This is an optimization exercise on Yosys and OpenROAD, whose aim is a short achievable clock period and few clock cycles per item, not a production implementation.
The RTL was checked by simulation tests, not by an equivalence proof against the original design.
Power is estimated from default activity; no workload was simulated.

$ cat flow/run.sh
#!/bin/bash
# synth_recipe.tcl (not shown) runs the flow's synth.tcl, then flattens the netlist and writes it again
# the make line also repeats each setting of config.mk as NAME=value (left out here)
make -C /OpenROAD-flow-scripts/flow DESIGN_CONFIG=/design/flow/config.mk WORK_HOME=/design/flow/orfs CLKGATE_MAP_FILE= SYNTH_SCRIPT=/design/flow/synth_recipe.tcl finish
$ cat flow/config.mk
export PLATFORM = sky130hd
export DESIGN_NAME = dcache
export DESIGN_NICKNAME = dcache
export VERILOG_FILES = /design/flow/design.v
export SDC_FILE = /design/flow/constraint.sdc
export NUM_CORES = 4
export LEC_CHECK = 0
export CAP_MARGIN = 20
export CORE_MARGIN = 2
export CORE_UTILIZATION = 40
export PLACE_DENSITY = 0.6
export SETUP_SLACK_MARGIN = 0.4
export SLEW_MARGIN = 20
$ cat flow/constraint.sdc
create_clock -name core_clock -period 10.0 [get_ports {CLK}]
set_input_delay 2.0000 -clock core_clock [delete_from_list [all_inputs] [get_ports {CLK}]]
set_output_delay 2.0000 -clock core_clock [all_outputs]
set_load 0.01 [all_outputs]
$ cat flow/design.v
package dcache_pkg;
  typedef logic [32-1:0] word_t;
  typedef struct packed {
    logic                     valid;
    logic                     dirty;
    logic [(32 - 3 - 3)-1:0] tag;
    word_t [2-1:0] data;
  } dcache_frame_t;
  typedef enum logic [3:0] {
    IDLE,
    INV_REQ,
    EVICT_WB1,
    EVICT_WB2,
    FILL1,
    FILL2,
    FILL_DONE,
    SNOOP_WB1,
    SNOOP_WB2,
    SNOOP_TRANS
  } dcache_state_t;
endpackage
`timescale 1ns/1ps
module dcache_frame_array (
  input  logic                       CLK,
  input  logic                       nRST,
  input  logic [3-1:0]   idx,
  input  logic [3-1:0]   snoop_idx,
  input  logic [(32 - 3 - 3)-1:0]   tag,
  input  logic [(32 - 3 - 3)-1:0]   snoop_tag,
  input  logic                       wen,
  input  logic                       wword,
  input  dcache_pkg::word_t          wdat,
  input  logic                       set_valid,
  input  logic                       clear_valid,
  input  logic                       set_dirty,
  input  logic                       clear_dirty,
  input  logic                       write_tag,
  output logic                       hit,
  output logic                       snoop_hit,
  output dcache_pkg::dcache_frame_t  frame,
  output dcache_pkg::dcache_frame_t  snoop_frame
);
  localparam int N_SETS = 2**3;
  logic [N_SETS-1:0]         valid;
  logic [N_SETS-1:0]         dirty;
  logic [(32 - 3 - 3)-1:0]  tags [N_SETS];
  logic [2-1:0][32-1:0] data_mem [N_SETS];
  always_ff @(posedge CLK, negedge nRST)
  begin
    if (!nRST)
    begin
      valid <= '0;
      dirty <= '0;
    end
    else
    begin
      if (set_valid)
        valid[idx] <= 1'b1;
      else if (clear_valid)
        valid[idx] <= 1'b0;
      if (set_dirty)
        dirty[idx] <= 1'b1;
      else if (clear_dirty)
        dirty[idx] <= 1'b0;
    end
  end
  always_ff @(posedge CLK)
  begin
    if (write_tag)
      tags[idx] <= tag;
    if (wen)
      data_mem[idx][wword] <= wdat;
  end
  always_comb
  begin
    frame.valid = valid[idx];
    frame.dirty = dirty[idx];
    frame.tag   = tags[idx];
    frame.data  = data_mem[idx];
  end
  always_comb
  begin
    snoop_frame.valid = valid[snoop_idx];
    snoop_frame.dirty = dirty[snoop_idx];
    snoop_frame.tag   = tags[snoop_idx];
    snoop_frame.data  = data_mem[snoop_idx];
  end
  assign hit       = frame.valid && (frame.tag == tag);
  assign snoop_hit = snoop_frame.valid && (snoop_frame.tag == snoop_tag);
endmodule
`timescale 1ns/1ps
module dcache_ctrl (
  input  logic                       CLK,
  input  logic                       nRST,
  input  logic                       dmem_ren, dmem_wen,
  input  dcache_pkg::word_t          dmem_addr, dmem_store,
  output logic                       dhit,
  output dcache_pkg::word_t          dmem_load,
  input  logic                       dwait,
  input  dcache_pkg::word_t          dload,
  output logic                       dren, dwen,
  output dcache_pkg::word_t          daddr, dstore,
  input  logic                       cc_grant,
  output logic                       cc_inv_req,
  output dcache_pkg::word_t          cc_addr,
  input  logic                       snoop_req, snoop_excl,
  input  dcache_pkg::word_t          snoop_addr,
  output logic                       snoop_ack,
  output logic [3-1:0]   idx, snoop_idx,
  output logic [(32 - 3 - 3)-1:0]   tag, snoop_tag,
  output logic                       wword,
  output dcache_pkg::word_t          wdat,
  output logic                       way0_wen, way1_wen,
  output logic                       way0_set_valid, way1_set_valid,
  output logic                       way0_clear_valid, way1_clear_valid,
  output logic                       way0_set_dirty, way1_set_dirty,
  output logic                       way0_clear_dirty, way1_clear_dirty,
  output logic                       way0_write_tag, way1_write_tag,
  input  logic                       way0_hit, way1_hit,
  input  logic                       way0_snoop_hit, way1_snoop_hit,
  input  dcache_pkg::dcache_frame_t  way0_frame, way1_frame,
  input  dcache_pkg::dcache_frame_t  way0_snoop_frame, way1_snoop_frame
);
  localparam int N_SETS = 2**3;
  dcache_pkg::dcache_state_t state;
  dcache_pkg::dcache_state_t nxt_state;
  logic [N_SETS-1:0] lru;
  logic lru_upd;
  logic victim_q, pick;
  logic hit_way, dem_any;
  logic snoop_way, snoop_any;
  logic [3-1:0] dm_idx;
  logic dm_word;
  dcache_pkg::dcache_frame_t hit_fr;
  dcache_pkg::dcache_frame_t pick_fr;
  dcache_pkg::dcache_frame_t vic_fr;
  dcache_pkg::dcache_frame_t snoop_fr;
  dcache_pkg::dcache_state_t miss_state;
  logic [1:0] wen_v, set_valid_v, clear_valid_v;
  logic [1:0] set_dirty_v, clear_dirty_v, write_tag_v;
  assign dm_idx    = dmem_addr[3+2:3];
  assign dm_word   = dmem_addr[2];
  assign tag       = dmem_addr[32-1:3+3];
  assign snoop_idx = snoop_addr[3+2:3];
  assign snoop_tag = snoop_addr[32-1:3+3];
  assign idx = (state == dcache_pkg::SNOOP_WB1 || state == dcache_pkg::SNOOP_WB2 ||
               state == dcache_pkg::SNOOP_TRANS) ? snoop_idx : dm_idx;
  assign dem_any   = way0_hit | way1_hit;
  assign hit_way   = way1_hit;
  assign hit_fr    = hit_way ? way1_frame : way0_frame;
  assign snoop_any = way0_snoop_hit | way1_snoop_hit;
  assign snoop_way = way1_snoop_hit;
  assign snoop_fr  = snoop_way ? way1_snoop_frame : way0_snoop_frame;
  always_comb
  begin
    if (!way0_frame.valid)
      pick = 1'b0;
    else if (!way1_frame.valid)
      pick = 1'b1;
    else
      pick = lru[dm_idx];
  end
  assign pick_fr    = pick ? way1_frame : way0_frame;
  assign vic_fr     = victim_q ? way1_frame : way0_frame;
  assign miss_state = pick_fr.dirty ? dcache_pkg::EVICT_WB1 : dcache_pkg::FILL1;
  assign dmem_load = hit_fr.data[dm_word];
  assign cc_addr   = {dmem_addr[32-1:3], 3'b000};
  assign way0_wen         = wen_v[0];
  assign way1_wen         = wen_v[1];
  assign way0_set_valid   = set_valid_v[0];
  assign way1_set_valid   = set_valid_v[1];
  assign way0_clear_valid = clear_valid_v[0];
  assign way1_clear_valid = clear_valid_v[1];
  assign way0_set_dirty   = set_dirty_v[0];
  assign way1_set_dirty   = set_dirty_v[1];
  assign way0_clear_dirty = clear_dirty_v[0];
  assign way1_clear_dirty = clear_dirty_v[1];
  assign way0_write_tag   = write_tag_v[0];
  assign way1_write_tag   = write_tag_v[1];
  always_ff @(posedge CLK, negedge nRST)
  begin
    if (!nRST)
    begin
      state    <= dcache_pkg::IDLE;
      lru      <= '0;
      victim_q <= 1'b0;
    end
    else
    begin
      state <= nxt_state;
      if (lru_upd)
        lru[dm_idx] <= ~hit_way;
      if (state == dcache_pkg::IDLE || state == dcache_pkg::INV_REQ)
        victim_q <= pick;
    end
  end
  always_comb
  begin
    nxt_state     = state;
    dhit          = 1'b0;
    dren          = 1'b0;
    dwen          = 1'b0;
    daddr         = '0;
    dstore        = '0;
    cc_inv_req    = 1'b0;
    snoop_ack     = 1'b0;
    lru_upd       = 1'b0;
    wword         = 1'b0;
    wdat          = '0;
    wen_v         = '0;
    set_valid_v   = '0;
    clear_valid_v = '0;
    set_dirty_v   = '0;
    clear_dirty_v = '0;
    write_tag_v   = '0;
    case (state)
      dcache_pkg::IDLE:
      begin
        if (snoop_req)
        begin
          if (snoop_any && snoop_fr.dirty)
            nxt_state = dcache_pkg::SNOOP_WB1;
          else
            nxt_state = dcache_pkg::SNOOP_TRANS;
        end
        else if (dmem_ren)
        begin
          if (dem_any)
          begin
            dhit    = 1'b1;
            lru_upd = 1'b1;
          end
          else
            nxt_state = miss_state;
        end
        else if (dmem_wen)
        begin
          if (dem_any && hit_fr.dirty)
          begin
            dhit           = 1'b1;
            lru_upd        = 1'b1;
            wen_v[hit_way] = 1'b1;
            wword          = dm_word;
            wdat           = dmem_store;
          end
          else
            nxt_state = dcache_pkg::INV_REQ;
        end
      end
      dcache_pkg::INV_REQ:
      begin
        cc_inv_req = 1'b1;
        if (cc_grant)
          nxt_state = dem_any ? dcache_pkg::FILL_DONE : miss_state;
      end
      dcache_pkg::EVICT_WB1, dcache_pkg::EVICT_WB2:
      begin
        dwen   = 1'b1;
        daddr  = {vic_fr.tag, dm_idx, (state == dcache_pkg::EVICT_WB2), 2'b00};
        dstore = vic_fr.data[state == dcache_pkg::EVICT_WB2];
        if (!dwait)
          nxt_state = (state == dcache_pkg::EVICT_WB1) ? dcache_pkg::EVICT_WB2 : dcache_pkg::FILL1;
      end
      dcache_pkg::FILL1:
      begin
        dren  = 1'b1;
        daddr = {tag, dm_idx, 1'b0, 2'b00};
        if (!dwait)
        begin
          wen_v[victim_q]         = 1'b1;
          wdat                    = dload;
          write_tag_v[victim_q]   = 1'b1;
          clear_valid_v[victim_q] = 1'b1;
          clear_dirty_v[victim_q] = 1'b1;
          nxt_state               = dcache_pkg::FILL2;
        end
      end
      dcache_pkg::FILL2:
      begin
        dren  = 1'b1;
        daddr = {tag, dm_idx, 1'b1, 2'b00};
        if (!dwait)
        begin
          wen_v[victim_q]       = 1'b1;
          wword                 = 1'b1;
          wdat                  = dload;
          set_valid_v[victim_q] = 1'b1;
          nxt_state             = dcache_pkg::FILL_DONE;
        end
      end
      dcache_pkg::FILL_DONE:
      begin
        dhit    = 1'b1;
        lru_upd = 1'b1;
        if (dmem_wen)
        begin
          wen_v[hit_way]       = 1'b1;
          wword                = dm_word;
          wdat                 = dmem_store;
          set_dirty_v[hit_way] = 1'b1;
        end
        nxt_state = dcache_pkg::IDLE;
      end
      dcache_pkg::SNOOP_WB1, dcache_pkg::SNOOP_WB2:
      begin
        dwen   = 1'b1;
        daddr  = {snoop_addr[32-1:3], (state == dcache_pkg::SNOOP_WB2), 2'b00};
        dstore = snoop_fr.data[state == dcache_pkg::SNOOP_WB2];
        if (!dwait)
          nxt_state = (state == dcache_pkg::SNOOP_WB1) ? dcache_pkg::SNOOP_WB2 : dcache_pkg::SNOOP_TRANS;
      end
      dcache_pkg::SNOOP_TRANS:
      begin
        snoop_ack = 1'b1;
        if (snoop_any)
        begin
          clear_dirty_v[snoop_way] = 1'b1;
          if (snoop_excl)
            clear_valid_v[snoop_way] = 1'b1;
        end
        nxt_state = dcache_pkg::IDLE;
      end
      default:
        nxt_state = dcache_pkg::IDLE;
    endcase
  end
endmodule
`timescale 1ns/1ps
module dcache (
  input  logic               CLK,
  input  logic               nRST,
  input  logic               dmem_ren,
  input  logic               dmem_wen,
  input  dcache_pkg::word_t  dmem_addr,
  input  dcache_pkg::word_t  dmem_store,
  output logic               dhit,
  output dcache_pkg::word_t  dmem_load,
  input  logic               dwait,
  input  dcache_pkg::word_t  dload,
  output logic               dren,
  output logic               dwen,
  output dcache_pkg::word_t  daddr,
  output dcache_pkg::word_t  dstore,
  input  logic               cc_grant,
  output logic               cc_inv_req,
  output dcache_pkg::word_t  cc_addr,
  input  logic               snoop_req,
  input  logic               snoop_excl,
  input  dcache_pkg::word_t  snoop_addr,
  output logic               snoop_ack
);
  logic [3-1:0] idx, snoop_idx;
  logic [(32 - 3 - 3)-1:0] tag, snoop_tag;
  logic wword;
  dcache_pkg::word_t wdat;
  logic way0_wen, way1_wen;
  logic way0_set_valid, way1_set_valid;
  logic way0_clear_valid, way1_clear_valid;
  logic way0_set_dirty, way1_set_dirty;
  logic way0_clear_dirty, way1_clear_dirty;
  logic way0_write_tag, way1_write_tag;
  logic way0_hit, way1_hit;
  logic way0_snoop_hit, way1_snoop_hit;
  dcache_pkg::dcache_frame_t way0_frame, way1_frame;
  dcache_pkg::dcache_frame_t way0_snoop_frame, way1_snoop_frame;
  dcache_ctrl u_ctrl (.*);
  dcache_frame_array u_way0 (
    .CLK         (CLK),
    .nRST        (nRST),
    .idx         (idx),
    .snoop_idx   (snoop_idx),
    .tag         (tag),
    .snoop_tag   (snoop_tag),
    .wen         (way0_wen),
    .wword       (wword),
    .wdat        (wdat),
    .set_valid   (way0_set_valid),
    .clear_valid (way0_clear_valid),
    .set_dirty   (way0_set_dirty),
    .clear_dirty (way0_clear_dirty),
    .write_tag   (way0_write_tag),
    .hit         (way0_hit),
    .snoop_hit   (way0_snoop_hit),
    .frame       (way0_frame),
    .snoop_frame (way0_snoop_frame)
  );
  dcache_frame_array u_way1 (
    .CLK         (CLK),
    .nRST        (nRST),
    .idx         (idx),
    .snoop_idx   (snoop_idx),
    .tag         (tag),
    .snoop_tag   (snoop_tag),
    .wen         (way1_wen),
    .wword       (wword),
    .wdat        (wdat),
    .set_valid   (way1_set_valid),
    .clear_valid (way1_clear_valid),
    .set_dirty   (way1_set_dirty),
    .clear_dirty (way1_clear_dirty),
    .write_tag   (way1_write_tag),
    .hit         (way1_hit),
    .snoop_hit   (way1_snoop_hit),
    .frame       (way1_frame),
    .snoop_frame (way1_snoop_frame)
  );
endmodule
==> reports/qor.txt <==
fin util -> 46.8%
Final Wtd Congestion -> 0.937
Setup TNS -> 0 ns
Post-Synthesis Cells -> 4618
Top FF cell, synth -> edfxtp_1
per-cell routed wire length -> 34.8 um
RSZ-0062 raised after global routing -> true
Post-Route Skew -> 0.0474 ns
final WL -> 255 mm
path depth of the worst reg2reg path -> 18
status -> complete, no violations
nets -> 5007
WP data arrival -> 7.52 ns
DR DRC count -> 0
Iteration-0 DRC Markers -> 8180
vias -> 50100
async set or reset register ratio after synthesis -> 3.03%
Final setup viols -> 0
CTS Buf Count -> 158
CTS Buffer Depth -> 3
sequential fraction of the synthesis area -> 62.9%
clk sinks -> 1485
Final Max Tran Viols -> 0
CP max stage delay -> 0.64 ns
Worst Path Required -> 8.00 ns
share of layout cells above drive strength 1 -> 20.8%
total die area -> 180000 um2
number of synthesis warnings -> 2
IR drop worst, VDD -> 0.214 mV
initial antenna violation count -> 9
critical path startpoint category -> primary input
Worst setup endpoint -> dmem_load[30]
element type at the critical path end -> primary output
Max Fanout on Critical Path -> 58
Yosys reg bits -> 1485
Yosys cell types -> 94
register clock-pin slew on the reported worst setup and hold paths -> 0.06 ns
reg2reg setup slack -> 2.34 ns
number of max-cap violations -> 0
CTS tree -> done
fin crit period -> 9.52 ns
drt pass-1 iters -> 5
min-delay worst type -> flop to flop
FP Rows -> 154
CTS H-tree depth -> 4
WS Path Type -> primary input to primary output
Starting Density -> 40.2%
HPWL Detailed -> 155 mm
CP max-delay cell -> clkdlybuf4s50_1
final hold vios -> 0
EDFF count, synth -> 1440
Critical path origin -> dmem_addr[3]
Hold WS -> 0.500 ns
DIE HEIGHT -> 424 um
Reg2Reg Capture Point -> u_way1.data_mem[3][19]
Area growth syn-to-layout -> 16.5%
R2R Path Start -> u_ctrl.state[2]
Post-Syn Area -> 70600 um2
worst path cell trace -> clkdlybuf4s50_1 > inv_1 > and3_4 > nor2_8 > buf_6 > buf_4 > nand2_1 > o221ai_1 > a2bb2oi_1 > xnor2_1 > nand4_1 > nor4_4 > buf_12 > bufbuf_16 > nor2_1 > a211oi_1 > a21oi_1 > clkdlybuf4s50_1
Slew HR -> 25.2%
cts hold-fix bufs -> 0
vias in the first global route -> 47800
first-pass GRT wire length -> 356 mm
post-route ant nets -> 0
Clk Latency, worst-skew pair -> 0.83 ns
pin count of the biggest net entering global routing -> 116
crit share post-route -> 95.2%
die width -> 424 um
Least-Margin Pin Slew -> 1.11 ns
Most common cell on crit path -> clkdlybuf4s50_1
synthesized area per cell -> 15.3 um2
I/O Pins -> 269
Via density -> 6.84
PwrDens -> 254 nW/um2
Root Driver -> clkbuf_16
grt ovf -> 0
I/O Buffers -> 258
Total GRT Usage -> 27.7%
Pleak -> 24.9 nW
core footprint -> 176000 um2
fmax -> 0.105 GHz
==> routing by layer <==
layer | share of wire, % | vias up | track usage, %
li1 | - | 19800 | -
met1 | 36 | 25600 | 36.8
met4 | 5.2 | 0 | 12.7
met5 | 0 | - | 0
met3 | 12 | 648 | 6.08
met2 | 46 | 3985 | 43.5
==> layout make-up <==
type / count / area [um2]
repair buffers: 504 / 5050
inverters: 17 / 67.6
diodes: 2 / 5.00
flip-flops and latches: 1485 / 44400
multi-input cells: 2697 / 24700
fillers: 15000 / 93500
well taps: 2340 / 2930
clock inverters: 93 / 961
clock buffers: 194 / 4130
==> cells in the mapped netlist (all sizes together), types with 20 or more instances <==
| master | count | area share (%) |
|---|---|---|
| a22oi | 76 | 0.81 |
| buf | 173 | 1.4 |
| clkbuf | 250 | 1.3 |
| or4 | 63 | 0.68 |
| o221ai | 23 | 0.29 |
| nor2 | 265 | 1.5 |
| xor2 | 41 | 0.51 |
| nand4 | 33 | 0.29 |
| mux2i | 113 | 1.6 |
| nor4 | 90 | 0.83 |
| nor3 | 59 | 0.42 |
| or3 | 20 | 0.18 |
| dfrtp | 45 | 1.6 |
| o22ai | 543 | 4.8 |
| a21oi | 125 | 0.92 |
| nand3 | 64 | 0.45 |
| a211oi | 59 | 0.63 |
| o21ai | 118 | 0.84 |
| edfxtp | 1440 | 61 |
| mux4 | 433 | 14 |
| a221o | 32 | 0.45 |
| nand2 | 178 | 0.95 |
| a2111oi | 25 | 0.31 |
| xnor2 | 53 | 0.66 |
| and3 | 57 | 0.51 |
==> report_power, final <==
group / switching (mW) / total, mW / internal, mW
clock network: 2.57 / 5.85 / 3.28
registers: 0.183 / 7.34 / 7.16
logic: 5.02 / 7.65 / 2.63
total: 7.77 / 20.8 / 13.1
==> cell families after synthesis <==
group	count (synthesis)	synth area share, %
DFF	1485	62.9
AOI/OAI and AO/OA	1150	10.9
and+or+nand+nor	877	6.36
muxes	563	15.7
buffers and inverters	440	2.87
xor gates and xnor gates	94	1.17
adders and majority gates	8	0.142
other	1	0.00531
==> placed cells by master (no fill, tap or decap), types with 33 or more instances in the layout <==
| cell | count |
|---|---|
| a211oi_1 | 59 |
| a21oi_1 | 120 |
| a22oi_1 | 76 |
| and3_1 | 55 |
| buf_12 | 44 |
| buf_4 | 201 |
| clkbuf_1 | 34 |
| clkbuf_16 | 160 |
| clkdlybuf4s50_1 | 253 |
| clkinv_1 | 33 |
| dfrtp_1 | 44 |
| edfxtp_1 | 1440 |
| mux2i_1 | 113 |
| mux4_2 | 433 |
| nand2_1 | 166 |
| nand3_1 | 63 |
| nand4_1 | 33 |
| nor2_1 | 227 |
| nor2_4 | 34 |
| nor3_1 | 41 |
| nor4_1 | 87 |
| o21ai_0 | 110 |
| o22ai_1 | 543 |
| or4_1 | 62 |
| xnor2_1 | 53 |
| xor2_1 | 39 |
==> worst max-delay path, delay by kind of cell <==
family          cells  cell delay (ns)
compound gates      4             0.83
xor+xnor            1             0.28
simple gates        6             1.50
buf+inv             7             2.79
==> what timing repair did <==
action / in CTS / in global routing
buffers inserted: 0 / 1
gates cloned: 1 / 0
pin swaps: 1 / 3
gates resized for setup: 3 / 12
setup endpoints to repair: 20 / 34
==> how the worst min path moves through the flow <==
stage,from,endpoint,slack (ns),cells past startpoint
global route,u_ctrl.lru[3],u_ctrl.lru[3],0.52,1
finish,u_ctrl.lru[7],u_ctrl.lru[7],0.50,1
detailed placement,u_ctrl.lru[3],u_ctrl.lru[3],0.48,1
CTS,u_ctrl.lru[3],u_ctrl.lru[3],0.50,1
global placement,u_ctrl.lru[3],u_ctrl.lru[3],0.48,1
floorplan,u_ctrl.lru[3],u_ctrl.lru[3],0.45,1
==> metrics by stage <==
stage | cells | total power, mW | instance area [um2] | worst slack (ns)
floorplan | 4622 | 11.5 | 70600 | 1.48
global placement | 7040 | 14.8 | 77000 | 0.234
detailed placement | 7040 | 14.9 | 77000 | 0.265
CTS | 7328 | 20.7 | 82100 | 0.408
global route | 7332 | 21.4 | 82200 | 0.380
finish | 7332 | 20.8 | 82200 | 0.479
==> state kept, by name, summed over array words and instances, names as in the netlist, named ones only <==
register,count
u_ctrl.state,4
u_ctrl.victim_q,1
u_way1.data_mem,512
u_way0.tags,208
u_ctrl.lru,8
u_way0.data_mem,512
u_way1.tags,208
Testbench counts, summed over its fixed seeds: cycles 354,199, requests 64,000.

port drivers added, routing unchanged:
How much do the figures lean on ideal ports? The routed layout below was timed once more, with nothing changed but the port constraints.
Step 1: set_driving_cell puts a clkbuf_16 on CLK and a buf_2 on each other input, an assumption about the parent block.
Step 2 times the ports against the registers' clock, not the clock port: input delays grow and output delays shrink by t, the midpoint of the rising clock arrivals with the driver on.
a / b / c = no drivers / after step 1 / after step 2; a / b = the first two.
t (ns): 0.897
setup slack, ns: 0.479 / 0.367 / 0.367
hold WS [ns]: 0.500 / 0.500 / 0.500
worst setup path at the end: input to output
After both steps setup and hold are still met in this run. The setup slack of this run moves by -0.112 ns with the drivers and by -0.112 ns with both steps.
